Context: an optimization exercise on an open-source flow, tuned for small area. The choices shown serve that exercise and are no tape-out recipe.
Only simulation tests tie the RTL to the original design; equivalence was not proved.
Power figures rest on the tool's default switching activity, not on a simulated workload.

Setup of alpha:
// binary_column_entropy_sum_core
module binary_column_entropy_sum_core
#(
    parameter int MAX_ROWS    = 64,
    parameter int MAX_COLUMNS = 4096,
    parameter int FRAC_BITS   = 16
) (
    input  logic              i_clk,
    input  logic              i_rst_n,
    input  logic              i_cfg_we,
    input  logic [6:0]        i_cfg_wdata,
    input  logic              s_axis_tvalid,
    output logic              s_axis_tready,
    input  logic [63:0]       s_axis_tdata,
    input  logic              s_axis_tlast,
    output logic              m_axis_tvalid,
    input  logic              m_axis_tready,
    output logic [31:0]       m_axis_tdata,
    output logic              m_axis_tuser
);
    localparam logic [2:0] S_IDLE = 3'd0, S_COUNT = 3'd1, S_MAC = 3'd2, S_DIV = 3'd3,
                           S_ADD = 3'd4, S_FIX = 3'd5, S_OUT = 3'd6, S_CLR = 3'd7;
    logic [2:0]  r_st;
    logic [6:0]  r_rows;
    logic [63:0] r_sh;       
    logic [6:0]  r_m, r_k;
    logic [5:0]  r_cnt;
    logic [1:0]  r_ph;
    logic [8:0]  r_a;        
    logic [28:0] r_tot;
    logic        r_ovf, r_last;
    logic        idle, xfer;
    logic [6:0]  m_eff;
    logic [6:0]  x;
    logic        lbit;
    logic        bb;
    logic [8:0]  a_sum;
    logic        loop_wr, loop_bit;
    logic [6:0]  rem_t;
    logic [7:0]  rem_d;
    logic        q_bit;
    logic        add_b, add_s, add_c;
    logic        tot_en, tot_in;
  ...
Size: about 900 cells after synthesis, ~140 flip-flops, roughly 110 I/O pins, ~0.0075 mm2 of cells after synthesis.
==> module binary_column_entropy_sum_core, before the edit <==
module binary_column_entropy_sum_core
#(
    parameter int MAX_ROWS    = 64,
    parameter int MAX_COLUMNS = 4096,
    parameter int FRAC_BITS   = 16
) (
    input  logic              i_clk,
    input  logic              i_rst_n,
    input  logic              i_cfg_we,
    input  logic [6:0]        i_cfg_wdata,
    input  logic              s_axis_tvalid,
    output logic              s_axis_tready,
    input  logic [63:0]       s_axis_tdata,
    input  logic              s_axis_tlast,
    output logic              m_axis_tvalid,
    input  logic              m_axis_tready,
    output logic [31:0]       m_axis_tdata,
    output logic              m_axis_tuser
);
    localparam logic [2:0] S_IDLE = 3'd0, S_COUNT = 3'd1, S_MAC = 3'd2, S_DIV = 3'd3,
                           S_ADD = 3'd4, S_FIX = 3'd5, S_OUT = 3'd6, S_CLR = 3'd7;
    logic [2:0]  r_st;
    logic [6:0]  r_rows;
    logic [63:0] r_sh;       
    logic [6:0]  r_m, r_k;
    logic [5:0]  r_cnt;
    logic [1:0]  r_ph;
    logic [8:0]  r_a;        
    logic [28:0] r_tot;
    logic        r_ovf, r_last;
    logic        idle, xfer;
    logic [6:0]  m_eff;
    logic [6:0]  x;
    logic        lbit;
    logic        bb;
    logic [8:0]  a_sum;
    logic        loop_wr, loop_bit;
    logic [6:0]  rem_t;
    logic [7:0]  rem_d;
    logic        q_bit;
    logic        add_b, add_s, add_c;
    logic        tot_en, tot_in;
    assign idle          = (r_st == S_IDLE);
    assign s_axis_tready = idle;
    assign m_axis_tvalid = (r_st == S_OUT);
    assign m_axis_tdata  = {3'b000, r_tot};
    assign m_axis_tuser  = r_ovf;
    assign m_eff = (r_rows == 7'd0) ? 7'd1 : (r_rows > 7'd64) ? 7'd64 : r_rows;
    assign x = (r_ph == 2'd0) ? r_m : (r_ph == 2'd1) ? r_k : (r_m - r_k);
    bce_engine u_log (
        .i_x   (x),
        .i_t   (r_cnt[4:0]),
        .o_bit (lbit)
    );
    assign bb    = lbit ^ (r_ph != 2'd0);
    assign a_sum = r_a + (bb ? {2'b00, x} : 9'd0);
    assign rem_t = {r_a[5:0], r_sh[0]};
    assign rem_d = {1'b0, rem_t} - {1'b0, r_m};
    assign q_bit = !rem_d[7];
    always_comb begin
        loop_wr  = 1'b0;
        loop_bit = r_sh[0];
        if (r_st == S_COUNT || r_st == S_CLR) begin
            loop_bit = r_sh[25];
        end else if (r_st == S_FIX) begin
            loop_bit = 1'b0;
        end else if (r_st == S_MAC && r_ph == 2'd2 && r_cnt >= 6'd4) begin
            loop_wr  = 1'b1;
            loop_bit = a_sum[0];
        end else if (r_st == S_DIV && r_k == 7'd24) begin
            loop_bit = q_bit;
        end
    end
    assign add_b = !(r_cnt[4] && r_cnt[3]) && r_sh[0];
    assign add_s = r_tot[0] ^ add_b ^ r_a[0];
    assign add_c = (r_tot[0] & add_b) | (r_tot[0] & r_a[0]) | (add_b & r_a[0]);
    always_comb begin
        tot_en = 1'b0;
        tot_in = 1'b0;
        case (r_st)
            S_ADD: begin
                tot_en = (r_ph == 2'd2);
                tot_in = add_s;
            end
            S_FIX: begin
                tot_en = 1'b1;
                tot_in = r_tot[0] & !(r_ovf && r_cnt != 6'd28);
            end
            S_CLR: begin
                tot_en = 1'b1;
                tot_in = 1'b0;
            end
            default: ;
        endcase
    end
    always_ff @(posedge i_clk) begin
        if (!i_rst_n) begin
            r_rows <= 7'd64;
        end else if (i_cfg_we) begin
            r_rows <= i_cfg_wdata;
        end
    end
    assign xfer = idle && s_axis_tvalid;
    always_ff @(posedge i_clk) begin
        r_sh[63:25] <= {1'b0, r_sh[63:26]} | (xfer ? s_axis_tdata[63:25] : 39'd0);
        r_sh[24]    <= loop_bit | (xfer && s_axis_tdata[24]);
        r_sh[23:0]  <= r_sh[24:1] | (xfer ? s_axis_tdata[23:0] : 24'd0);
    end
    always_ff @(posedge i_clk) begin
        if (tot_en) r_tot <= {tot_in, r_tot[28:1]};
    end
    always_ff @(posedge i_clk) begin
        if (!i_rst_n) begin
            r_st  <= S_CLR;
            r_cnt <= 6'd0;
        end else begin
            case (r_st)
                S_IDLE: begin
                    r_m    <= m_eff;
                    r_last <= s_axis_tlast;
                    r_k    <= 7'd0;
                    r_cnt  <= 6'd0;
                    if (s_axis_tvalid) r_st <= S_COUNT;
                end
                S_COUNT: begin
                    if (r_sh[0]) r_k <= r_k + 7'd1;
                    r_cnt <= r_cnt + 6'd1;
                    r_ph  <= 2'd0;
                    r_a   <= {2'b00, r_m};
                    if ({1'b0, r_cnt} + 7'd1 == r_m) begin
                        r_cnt <= 6'd0;
                        r_st  <= S_MAC;
                    end
                end
                S_MAC: begin
                    if (r_ph == 2'd2) begin
                        r_ph  <= 2'd0;
                        r_a   <= a_sum >> 1;
                        r_cnt <= r_cnt + 6'd1;
                        if (r_cnt == 6'd28) begin
                            r_a   <= 9'd0;
                            r_cnt <= 6'd4;
                            r_k   <= 7'd0;
                            r_st  <= S_DIV;
                        end
                    end else begin
                        r_ph <= r_ph + 2'd1;
                        r_a  <= a_sum;
                    end
                end
                S_DIV: begin
                    r_k <= r_k + 7'd1;
                    if (r_k == 7'd24) begin
                        r_k      <= 7'd3;
                        r_a[5:0] <= q_bit ? rem_d[5:0] : rem_t[5:0];
                        r_cnt    <= r_cnt + 6'd1;
                        if (r_cnt == 6'd28) begin
                            r_a[1:0] <= {1'b0, q_bit};   
                            r_ph  <= 2'd0;
                            r_cnt <= 6'd0;
                            r_st  <= S_ADD;
                        end
                    end
                end
                S_ADD: begin
                    r_ph <= (r_ph == 2'd2) ? 2'd0 : r_ph + 2'd1;
                    if (r_ph == 2'd2) begin
                        r_a[1:0] <= {r_a[1] | add_s, add_c};
                        r_cnt <= r_cnt + 6'd1;
                        if (r_cnt == 6'd28) begin
                            if (add_s && r_a[1]) r_ovf <= 1'b1;
                            r_cnt <= 6'd0;
                            r_st  <= S_FIX;
                        end
                    end
                end
                S_FIX: begin
                    r_cnt <= r_cnt + 6'd1;
                    if (r_cnt == 6'd28) begin
                        r_cnt <= 6'd0;
                        r_st  <= r_last ? S_OUT : S_IDLE;
                    end
                end
                S_OUT: begin
                    if (m_axis_tready) r_st <= S_CLR;
                end
                default: begin  
                    r_cnt <= r_cnt + 6'd1;
                    r_ovf <= 1'b0;
                    if (r_cnt == 6'd63) begin
                        r_cnt <= 6'd0;
                        r_st  <= S_IDLE;
                    end
                end
            endcase
        end
    end
endmodule
Settings: LEC_CHECK=0, ABC_AREA=1, CAP_MARGIN=20, CORE_MARGIN=2, CORE_UTILIZATION=45, CTS_BUF_LIST=sky130_fd_sc_hd__clkbuf_8, PLACE_DENSITY=0.6, SLEW_MARGIN=20; clock period 11.0 ns.
standard.sh (not shown) runs the stock make flow with config.mk's settings and CLKGATE_MAP_FILE= SYNTH_SCRIPT=/design/flow/synth_recipe.tcl, a recipe that flattens the netlist after the stock synthesis.
==> flow/flow/run.sh <==
#!/bin/bash
# Own layout flow: the standard layout (standard.sh: the standard synthesis, floorplan,
# power grid, placement, CTS, routing) with two changes:
#  - the port buffers that global placement inserts are buf_1 instead of the cell that
#    buffer_ports picks by default (each port still gets its own buffer);
#  - clock tree synthesis uses clkbuf_8 and inserts no dummy loads.
# The make output goes to standard_flow.log; each ORFS step logs under orfs/logs/.
set -euo pipefail
export BUFFER_PORTS_ARGS="-buffer_cell sky130_fd_sc_hd__buf_1"
export CTS_ARGS="-sink_clustering_enable -repair_clock_nets -buf_list sky130_fd_sc_hd__clkbuf_8 -dont_use_dummy_load"
bash standard.sh > standard_flow.log 2>&1
## Diff of input files: beta against alpha
--- a/flow/design.v
+++ b/flow/design.v
@@ -651,6 +651,6 @@
     logic [8:0]  r_a;        
     logic [28:0] r_tot;
-    logic        r_ovf, r_last;
-    logic        idle, xfer;
+    logic        r_cy, r_nz, r_ovf, r_last;
+    logic        idle;
     logic [6:0]  m_eff;
     logic [6:0]  x;
@@ -684,9 +684,5 @@
         loop_wr  = 1'b0;
         loop_bit = r_sh[0];
-        if (r_st == S_COUNT || r_st == S_CLR) begin
-            loop_bit = r_sh[25];
-        end else if (r_st == S_FIX) begin
-            loop_bit = 1'b0;
-        end else if (r_st == S_MAC && r_ph == 2'd2 && r_cnt >= 6'd4) begin
+        if (r_st == S_MAC && r_ph == 2'd2 && r_cnt >= 6'd4) begin
             loop_wr  = 1'b1;
             loop_bit = a_sum[0];
@@ -696,6 +692,6 @@
     end
     assign add_b = !(r_cnt[4] && r_cnt[3]) && r_sh[0];
-    assign add_s = r_tot[0] ^ add_b ^ r_a[0];
-    assign add_c = (r_tot[0] & add_b) | (r_tot[0] & r_a[0]) | (add_b & r_a[0]);
+    assign add_s = r_tot[0] ^ add_b ^ r_cy;
+    assign add_c = (r_tot[0] & add_b) | (r_tot[0] & r_cy) | (add_b & r_cy);
     always_comb begin
         tot_en = 1'b0;
@@ -724,9 +720,12 @@
         end
     end
-    assign xfer = idle && s_axis_tvalid;
     always_ff @(posedge i_clk) begin
-        r_sh[63:25] <= {1'b0, r_sh[63:26]} | (xfer ? s_axis_tdata[63:25] : 39'd0);
-        r_sh[24]    <= loop_bit | (xfer && s_axis_tdata[24]);
-        r_sh[23:0]  <= r_sh[24:1] | (xfer ? s_axis_tdata[23:0] : 24'd0);
+        if (idle) begin
+            r_sh <= s_axis_tdata;
+        end else begin
+            r_sh[63:25] <= {1'b0, r_sh[63:26]};
+            r_sh[23:0]  <= r_sh[24:1];
+            r_sh[24]    <= (r_st == S_COUNT) ? r_sh[25] : loop_bit;
+        end
     end
     always_ff @(posedge i_clk) begin
@@ -747,12 +746,9 @@
                 end
                 S_COUNT: begin
-                    if (r_sh[0]) r_k <= r_k + 7'd1;
+                    if ({1'b0, r_cnt} < r_m && r_sh[0]) r_k <= r_k + 7'd1;
                     r_cnt <= r_cnt + 6'd1;
                     r_ph  <= 2'd0;
                     r_a   <= {2'b00, r_m};
-                    if ({1'b0, r_cnt} + 7'd1 == r_m) begin
-                        r_cnt <= 6'd0;
-                        r_st  <= S_MAC;
-                    end
+                    if (r_cnt == 6'd63) r_st <= S_MAC;
                 end
                 S_MAC: begin
@@ -779,5 +775,6 @@
                         r_cnt    <= r_cnt + 6'd1;
                         if (r_cnt == 6'd28) begin
-                            r_a[1:0] <= {1'b0, q_bit};   
+                            r_cy  <= q_bit;
+                            r_nz  <= 1'b0;
                             r_ph  <= 2'd0;
                             r_cnt <= 6'd0;
@@ -789,8 +786,9 @@
                     r_ph <= (r_ph == 2'd2) ? 2'd0 : r_ph + 2'd1;
                     if (r_ph == 2'd2) begin
-                        r_a[1:0] <= {r_a[1] | add_s, add_c};
+                        r_cy  <= add_c;
+                        r_nz  <= r_nz | add_s;
                         r_cnt <= r_cnt + 6'd1;
                         if (r_cnt == 6'd28) begin
-                            if (add_s && r_a[1]) r_ovf <= 1'b1;
+                            if (add_s && r_nz) r_ovf <= 1'b1;
                             r_cnt <= 6'd0;
                             r_st  <= S_FIX;
@@ -811,5 +809,5 @@
                     r_cnt <= r_cnt + 6'd1;
                     r_ovf <= 1'b0;
-                    if (r_cnt == 6'd63) begin
+                    if (r_cnt == 6'd28) begin
                         r_cnt <= 6'd0;
                         r_st  <= S_IDLE;
--- outcome ---
- Number of fill cells in the layout (beta vs. alpha) increases by a few percent
- The run showing the smaller combinational group share of total power is beta.
- Data arrival time of the critical path in beta vs alpha: up 410 ps
- alpha -> beta: fraction of area in non-clock buffers flat
- Achievable frequency, beta vs alpha: down by a little under 10%
- Diff alpha -> beta | number of flops mapped to enable cells by yosys | increase of 3.6%

separate check: timing with driven ports:
No port has a modelled driver above. Below, the same layouts with a new extraction and two added sets of constraints. Step 1 (the two cells are an assumption about what drives the block):
set clk [get_ports {i_clk}]
set_driving_cell -lib_cell sky130_fd_sc_hd__clkbuf_16 $clk
set_driving_cell -lib_cell sky130_fd_sc_hd__buf_2 [delete_from_list [all_inputs] $clk]
Step 2, shift: input delay + t, output delay - t, t = (earliest + latest rising clock arrival at the registers) / 2. This alone moves slack from input paths to output paths. Three values: no drivers, after step 1, after step 2; two values: the first two.
| run | shift t [ns] | setup WS [ns] | latest minus earliest clock arrival (ns) |
|---|---|---|---|
| alpha | 0.470 | 5.265 / 5.265 / 5.265 | 0.029 / 0.030 |
| beta | 0.452 | 4.829 / 4.829 / 4.829 | 0.034 / 0.033 |
After both steps every run listed still meets setup and hold.
